This design comes from an exercise in tuning for small area and a short achievable clock period on the open sky130 flow, not from production work.
The RTL was checked by simulation tests, not by an equivalence proof against the original design.
No activity file was given, so power comes from the tool's default toggle rates.

==> flow/design.v <==
`default_nettype none
package BackEndPkg;
    localparam int DataMemWords = 64;
    localparam int DataMemAddrBits = $clog2(DataMemWords);
    localparam logic [31:0] LinkOffset = 32'd8;
    typedef enum logic [3:0] {
        AluAdd  = 4'd0,
        AluSub  = 4'd1,
        AluAnd  = 4'd2,
        AluOr   = 4'd3,
        AluXor  = 4'd4,
        AluNor  = 4'd5,
        AluSlt  = 4'd6,
        AluSltu = 4'd7,
        AluSll  = 4'd8,
        AluSrl  = 4'd9,
        AluSra  = 4'd10,
        AluLui  = 4'd11
    } AluOp;
    typedef enum logic [1:0] {
        SelWord = 2'd0,
        SelHalf = 2'd1,
        SelByte = 2'd2
    } ByteSel;
    typedef enum logic [1:0] {
        WbAlu  = 2'd0,
        WbMem  = 2'd1,
        WbLink = 2'd2
    } WbSrc;
    typedef struct packed {
        AluOp        Op;
        logic [31:0] OperandA;
        logic [31:0] OperandB;
        logic [31:0] StoreData;
        logic [31:0] Pc;
        logic [4:0]  RegDest;
        logic        RegWrite;
        logic        MemRead;
        logic        MemWrite;
        logic        SignedLoad;
        ByteSel      Width;
        WbSrc        Source;
    } IssueBundle;
    typedef struct packed {
        logic [31:0] AluResult;
        logic [31:0] StoreData;
        logic [31:0] Pc;
        logic [4:0]  RegDest;
        logic        RegWrite;
        logic        MemRead;
        logic        MemWrite;
        logic        SignedLoad;
        ByteSel      Width;
        WbSrc        Source;
    } ExMemBundle;
    typedef struct packed {
        logic [31:0] AluResult;
        logic [31:0] LoadData;
        logic [31:0] Pc;
        logic [4:0]  RegDest;
        logic        RegWrite;
        WbSrc        Source;
    } MemWbBundle;
    typedef struct packed {
        logic        Enable;
        logic [4:0]  Dest;
        logic [31:0] Data;
    } RegWritePort;
endpackage
`default_nettype wire
`default_nettype none
module ExecuteUnit (
    input  var BackEndPkg::IssueBundle Issue,
    input  wire logic                  IssueValid,
    output var BackEndPkg::ExMemBundle Result
);
    logic [4:0]  shiftAmount;
    logic [31:0] aluValue;
    logic        signedLess;
    logic        unsignedLess;
    assign shiftAmount  = Issue.OperandB[4:0];
    assign signedLess   = $signed(Issue.OperandA) < $signed(Issue.OperandB);
    assign unsignedLess = Issue.OperandA < Issue.OperandB;
    always_comb begin
        case (Issue.Op)
            BackEndPkg::AluAdd: begin
                aluValue = Issue.OperandA + Issue.OperandB;
            end
            BackEndPkg::AluSub: begin
                aluValue = Issue.OperandA - Issue.OperandB;
            end
            BackEndPkg::AluAnd: begin
                aluValue = Issue.OperandA & Issue.OperandB;
            end
            BackEndPkg::AluOr: begin
                aluValue = Issue.OperandA | Issue.OperandB;
            end
            BackEndPkg::AluXor: begin
                aluValue = Issue.OperandA ^ Issue.OperandB;
            end
            BackEndPkg::AluNor: begin
                aluValue = ~(Issue.OperandA | Issue.OperandB);
            end
            BackEndPkg::AluSlt: begin
                aluValue = {31'd0, signedLess};
            end
            BackEndPkg::AluSltu: begin
                aluValue = {31'd0, unsignedLess};
            end
            BackEndPkg::AluSll: begin
                aluValue = Issue.OperandA << shiftAmount;
            end
            BackEndPkg::AluSrl: begin
                aluValue = Issue.OperandA >> shiftAmount;
            end
            BackEndPkg::AluSra: begin
                aluValue = $unsigned($signed(Issue.OperandA) >>> shiftAmount);
            end
            BackEndPkg::AluLui: begin
                aluValue = Issue.OperandB << 16;
            end
            default: begin
                aluValue = 32'd0;
            end
        endcase
    end
    always_comb begin
        Result.AluResult  = aluValue;
        Result.StoreData  = Issue.StoreData;
        Result.Pc         = Issue.Pc;
        Result.RegDest    = Issue.RegDest;
        Result.SignedLoad = Issue.SignedLoad;
        Result.Width      = Issue.Width;
        Result.Source     = Issue.Source;
        Result.RegWrite   = Issue.RegWrite & IssueValid;
        Result.MemRead    = Issue.MemRead & IssueValid;
        Result.MemWrite   = Issue.MemWrite & IssueValid;
    end
endmodule
`default_nettype wire
`default_nettype none
module ExMemReg (
    input  wire logic                  Clock,
    input  wire logic                  rst,
    input  var BackEndPkg::ExMemBundle Incoming,
    output var BackEndPkg::ExMemBundle Outgoing
);
    always_ff @(posedge Clock) begin
        if (rst) begin
            Outgoing <= '0;
        end else begin
            Outgoing <= Incoming;
        end
    end
endmodule
`default_nettype wire
`default_nettype none
module DataMemoryStage (
    input  wire logic                  Clock,
    input  var BackEndPkg::ExMemBundle Access,
    output var BackEndPkg::MemWbBundle Completed
);
    logic [31:0] memArray [BackEndPkg::DataMemWords];
    logic [BackEndPkg::DataMemAddrBits-1:0] wordIndex;
    logic [1:0]  lane;
    logic [3:0]  laneEnable;
    logic [31:0] laneData;
    logic [31:0] readWord;
    logic [31:0] shiftedWord;
    logic [31:0] loadValue;
    assign wordIndex = Access.AluResult[BackEndPkg::DataMemAddrBits+1:2];
    assign lane      = Access.AluResult[1:0];
    always_comb begin
        case (Access.Width)
            BackEndPkg::SelHalf: begin
                laneEnable = lane[1] ? 4'b1100 : 4'b0011;
                laneData   = {2{Access.StoreData[15:0]}};
            end
            BackEndPkg::SelByte: begin
                laneEnable = 4'b0001 << lane;
                laneData   = {4{Access.StoreData[7:0]}};
            end
            default: begin
                laneEnable = 4'b1111;
                laneData   = Access.StoreData;
            end
        endcase
    end
    always_ff @(posedge Clock) begin
        if (Access.MemWrite) begin
            for (int i = 0; i < 4; i++) begin
                if (laneEnable[i]) begin
                    memArray[wordIndex][i*8 +: 8] <= laneData[i*8 +: 8];
                end
            end
        end
    end
    assign readWord = memArray[wordIndex];
    assign shiftedWord = readWord >> {lane, 3'b000};
    always_comb begin
        case (Access.Width)
            BackEndPkg::SelHalf: begin
                if (Access.SignedLoad) begin
                    loadValue = {{16{shiftedWord[15]}}, shiftedWord[15:0]};
                end else begin
                    loadValue = {16'd0, shiftedWord[15:0]};
                end
            end
            BackEndPkg::SelByte: begin
                if (Access.SignedLoad) begin
                    loadValue = {{24{shiftedWord[7]}}, shiftedWord[7:0]};
                end else begin
                    loadValue = {24'd0, shiftedWord[7:0]};
                end
            end
            default: begin
                loadValue = readWord;
            end
        endcase
    end
    always_comb begin
        Completed.AluResult = Access.AluResult;
        Completed.LoadData  = Access.MemRead ? loadValue : 32'd0;
        Completed.Pc        = Access.Pc;
        Completed.RegDest   = Access.RegDest;
        Completed.RegWrite  = Access.RegWrite;
        Completed.Source    = Access.Source;
    end
endmodule
`default_nettype wire
`default_nettype none
module WritebackStage (
    input  wire logic                   Clock,
    input  wire logic                   rst,
    input  var BackEndPkg::MemWbBundle  Completed,
    output var BackEndPkg::RegWritePort WriteBack
);
    BackEndPkg::MemWbBundle stage;
    logic [31:0]            writeData;
    always_ff @(posedge Clock) begin
        if (rst) begin
            stage <= '0;
        end else begin
            stage <= Completed;
        end
    end
    always_comb begin
        case (stage.Source)
            BackEndPkg::WbMem: begin
                writeData = stage.LoadData;
            end
            BackEndPkg::WbLink: begin
                writeData = stage.Pc + BackEndPkg::LinkOffset;
            end
            default: begin
                writeData = stage.AluResult;
            end
        endcase
    end
    assign WriteBack.Data   = writeData;
    assign WriteBack.Enable = stage.RegWrite && (stage.RegDest != 5'd0);
    assign WriteBack.Dest   = stage.RegDest;
endmodule
`default_nettype wire
`default_nettype none
module BackEnd (
    input  wire logic         Clock,
    input  wire logic         rst,
    input  wire logic [144:0] Issue,
    input  wire logic         IssueValid,
    output wire logic [37:0]  WriteBack
);
    BackEndPkg::IssueBundle  issueBundle;
    BackEndPkg::RegWritePort writeBackPort;
    BackEndPkg::ExMemBundle executed;
    BackEndPkg::ExMemBundle memAccess;
    BackEndPkg::MemWbBundle memDone;
    assign issueBundle = Issue;
    assign WriteBack   = writeBackPort;
    ExecuteUnit i_ExecuteUnit (
        .Issue      (issueBundle),
        .IssueValid (IssueValid),
        .Result     (executed)
    );
    ExMemReg i_ExMemReg (
        .Clock    (Clock),
        .rst      (rst),
        .Incoming (executed),
        .Outgoing (memAccess)
    );
    DataMemoryStage i_DataMemoryStage (
        .Clock     (Clock),
        .Access    (memAccess),
        .Completed (memDone)
    );
    WritebackStage i_WritebackStage (
        .Clock     (Clock),
        .rst       (rst),
        .Completed (memDone),
        .WriteBack (writeBackPort)
    );
endmodule
`default_nettype wire
==> flow/run.sh <==
#!/bin/bash
# synth_recipe.tcl (not shown) runs the flow's synth.tcl, then flattens the netlist and writes it again
# the make line also repeats each setting of config.mk as NAME=value (left out here)
make -C /OpenROAD-flow-scripts/flow DESIGN_CONFIG=/design/flow/config.mk WORK_HOME=/design/flow/orfs CLKGATE_MAP_FILE= SYNTH_SCRIPT=/design/flow/synth_recipe.tcl finish
==> flow/config.mk <==
export PLATFORM = sky130hd
export DESIGN_NAME = BackEnd
export DESIGN_NICKNAME = BackEnd
export VERILOG_FILES = /design/flow/design.v
export SDC_FILE = /design/flow/constraint.sdc
export NUM_CORES = 4
export LEC_CHECK = 0
export CAP_MARGIN = 20
export CORE_MARGIN = 2
export CORE_UTILIZATION = 22
export PLACE_DENSITY = 0.35
export SLEW_MARGIN = 20
export SYNTH_MEMORY_MAX_BITS = 16384
==> flow/constraint.sdc <==
create_clock -name core_clock -period 5.0 [get_ports {Clock}]
set_input_delay 1.0000 -clock core_clock [delete_from_list [all_inputs] [get_ports {Clock}]]
set_output_delay 1.0000 -clock core_clock [all_outputs]
set_load 0.01 [all_outputs]
==> impl_metrics.csv <==
group,metric,value,unit
cells_and_area,nets,7194,
synth,synth_largest_area_cell,"edfxtp_1",
hold_path,min_path_type,"flip-flop to flip-flop",
global_routing,overflow,0,
setup_path,endpoint_kind,"flip-flop",
global_routing,grt_pass1_vias,61715,
setup_path,setup.worst_path.start_class,"flip-flop",
setup_path,critical_path.cell_chain,"buf_4 -> mux4_2 -> mux2i_1 -> buf_4 -> o22ai_1 -> or3_1 -> nor3_1 -> buf_4 -> mux4_2 -> nor2_1 -> o2111ai_4 -> buf_4 -> o21ai_1",
floorplanning,fp.dieW,654,um
cts,cts-root-buf,"clkbuf_16",
global_routing,antenna_found_initial,41,
synth,synth-seq-cells,2261,
sta,maxSlewViolCount,0,
floorplanning,fp.dieH,654,um
routing,drt-initial-drc-count,6160,
sta,maxClockFrequency,206,MHz
cts,cts.reportedPaths.clkPinSlew,0.05,ns
pwr,leakagePower,34.2,nW
cts,cts_buffers,273,
cells_and_area,syn2layout_area_growth,22.5,%
routing,ant_nets,0,
sta,finalSetupViolations,0,
sta,post-route-min-period,4.85,ns
pwr,powerDensity,399,nW/um2
cts,clk_latency,0.90,ns
synth,syn_nets,6580,
placement,portBuffers,185,
cts,h-tree-depth,5,
routing,vias,61923,
synth,synth_cells,6325,
routing,drc_errors,0,
job,maxCapViolCount,0,
sta,worst_slack,0.149,ns
floorplanning,core_area,420000,um2
placement,dp_hpwl,268,mm
pwr,report.power.total,45.4,mW
floorplanning,fp-row-count,238,
synth,synth_warnings,4,
synth,synth_edf_count,2048,
routing,wl_per_cell,30.8,um
synth,netlist_area,92800,um2
placement,gp_congestion,0.852,
setup_path,cp_data_arrival_time,5.57,ns
global_routing,grt_max_degree,93,
synth,yosys.area.top_type_share,0.663,
synth,yosys-top-cells-area,"edfxtp_1 (66%), a22oi_1 (4.7%), dfxtp_1 (4.6%)",
routing,drt_wl_total,395,mm
sta,slew_headroom,0.236,
cts,clock_sinks,2261,
global_routing,grt_pass1_wl,536,mm
setup_path,crit_required,5.72,ns
routing,first_pass_iters,7,
cts,cts_hold_buffers,0,
placement,post-place-ws,0.0821,ns
cts,cts_tree,"yes",
cts,cts_max_path_buffers,4,
floorplanning,io_pins,186,
sta,skew,0.0382,ns
synth,avgSynthCellArea,14.7,um2
synth,ys_dominant_reg_cell,"edfxtp_1",
routing,viasPerCell,4.84,
floorplanning,die_area,427000,um2
setup_path,cpMostUsedCell,"buf_4",
sta,finalHoldViolCount,0,
setup_path,critPathKind,"flip-flop to flip-flop",
floorplanning,start_util,0.221,
pwr,peakVddDrop,248,uV
run_status,outcome,"finished clean",
synth,ys_seq_area_frac,0.709,
setup_path,max_stage_delay,0.69,ns
sta,tightest_slew,1.14,ns
sta,final.period_utilization,0.970,
setup_path,critPathMaxFanout,22,
global_routing,grt.total_usage,0.179,
synth,synth.distinct_cells,95,
setup_path,cp_slowest_cell,"dfxtp_4",
synth,async_reset_ff_frac,0,
cells_and_area,drive_above_1_share,0.171,
## synthesized netlist by cell type, types with 12 or more instances
cell type,count
inv_1,127
a31oi_1,154
nor2_1,456
nor3_1,55
nor2b_1,159
dfxtp_1,213
and4_1,20
nand2b_1,18
clkbuf_1,215
a221o_1,16
buf_1,36
mux2i_1,112
o22ai_1,52
o2111ai_1,20
xnor2_1,24
a22oi_1,579
mux2_2,47
a22o_1,187
nand2_1,246
buf_2,168
o31ai_1,19
a222oi_1,42
a21oi_1,205
nand3_1,62
and3_1,33
o211ai_1,22
nand4_1,84
o21ai_1,14
o2bb2ai_1,13
and2_1,14
a21o_1,12
buf_4,38
mux4_2,66
nand4b_1,28
nor4_1,33
o21bai_1,17
o21ai_0,172
a211oi_1,34
a221oi_1,149
ha_1,105
edfxtp_1,2048
## per-layer routing
layer	track usage	up-vias	share of wire
met1	0.250	32912	0.46
li1	-	26569	-
met4	0.0411	12	0.021
met3	0.0287	373	0.056
met5	0	-	0.00017
met2	0.290	2057	0.47
## final cells by class
cell class | count | area [um2]
tap | 5640 | 7060
sequential | 2261 | 65800
timing repair buffer | 806 | 7080
fill | 42905 | 306000
clock inverter | 136 | 1310
clock buffer | 349 | 7260
inverter | 133 | 499
antenna | 14 | 35.0
multi-input combinational | 3464 | 24700
## placed cells by master (no fill, tap or decap), types with 159 or more instances in the layout
master           synthesis  layout
nor2_1                 456     450
dfxtp_1                213     202
edfxtp_1              2048    2048
buf_4                   38     577
clkbuf_16                0     275
a22o_1                 187     171
a22oi_1                579     579
a21oi_1                205     205
o21ai_0                172     159
clkdlybuf4s50_1          0     179
nand2_1                246     242
## state kept, by name, indices dropped and copies added, names as in the netlist
name / cells
i_DataMemoryStage.memArray: 2048
i_ExMemReg.Outgoing: 109
i_WritebackStage.stage: 104
## worst paths after layout
check,from,endpoint,slack [ns],depth (start not counted)
hold / removal,i_ExMemReg.Outgoing[40],i_WritebackStage.stage[35],0.44,1
setup / recovery,i_ExMemReg.Outgoing[80],i_WritebackStage.stage[67],0.15,13
hold reg to reg,i_ExMemReg.Outgoing[40],i_WritebackStage.stage[35],0.44,1
setup reg to reg,i_ExMemReg.Outgoing[80],i_WritebackStage.stage[67],0.15,13
## through the flow
| step | TNS [ns] | cells | area [um2] | hold slack (ns) | util |
|---|---|---|---|---|---|
| 4_1_cts | 0 | 12788 | 114000 | 0.438 | 0.271 |
| 5_1_grt | -0.00247 | 12791 | 114000 | 0.459 | 0.271 |
| 3_3_place_gp | 0 | 12303 | 105000 | 0.421 | 0.250 |
| 2_1_floorplan | 0 | 6325 | 92800 | 0.414 | - |
| 3_5_place_dp | 0 | 12303 | 105000 | 0.430 | 0.250 |
| 6_report | 0 | 12803 | 114000 | 0.439 | 0.271 |
## what timing repair did
action,CTS,global route
buffers inserted,0,0
resized for setup,3,4
setup endpoints to repair,3,9
hold endpoints to repair,0,0
## kinds of logic after synthesis
| logic type | count (synthesis) | share of synthesized area |
|---|---|---|
| flops | 2261 | 0.709 |
| simple gates | 1297 | 0.0705 |
| buf+inv | 600 | 0.0289 |
| compound gates | 1801 | 0.140 |
| mux | 225 | 0.0338 |
| fa+ha+maj | 107 | 0.0146 |
| xor+xnor | 34 | 0.00321 |
## worst max-delay path: cells and delay by family (launching register included)
kind            cells  cell delay, ns
compound gates      3            0.58
simple gates        3            1.09
mux                 3            1.08
flops               1            0.69
buf+inv             4            1.16
## power breakdown
part           total, mW  internal (mW)  switching (mW)  leakage, nW
combinational       5.22           1.66            3.56         12.5
sequential          20.9           20.8           0.124         17.4
clock               19.2           11.1            8.20         4.19
total               45.4           33.5            11.9         34.2

## port drivers added, routing unchanged
The flow's constraints put no driver on any port. The routed layout listed below was extracted and timed again, unchanged, in two steps.
Step 1, drivers: a clkbuf_16 drives Clock and a buf_2 each remaining input, both assumed.
Step 2 adds t to the input delays and takes it off the output delays; t is the mean of the earliest and latest rising clock arrival at the registers after step 1. Input paths then give back, and output paths get back, about the clock's delay inside the block.
a / b / c = ideal / step 1 / step 2; a / b = the first two.
t, ns: 0.982
setup slack, ns: 0.149 / 0.140 / -0.072
latest minus earliest clock arrival (ns): 0.039 / 0.038
worst register clock-pin slew, ns: 0.07 / 0.07
cell pins on the clock port's net: 1
With both steps, setup timing fails in this run, where it was met with ideal ports. For this run, drivers alone change the setup slack by -0.009 ns; drivers and shift together by -0.221 ns.
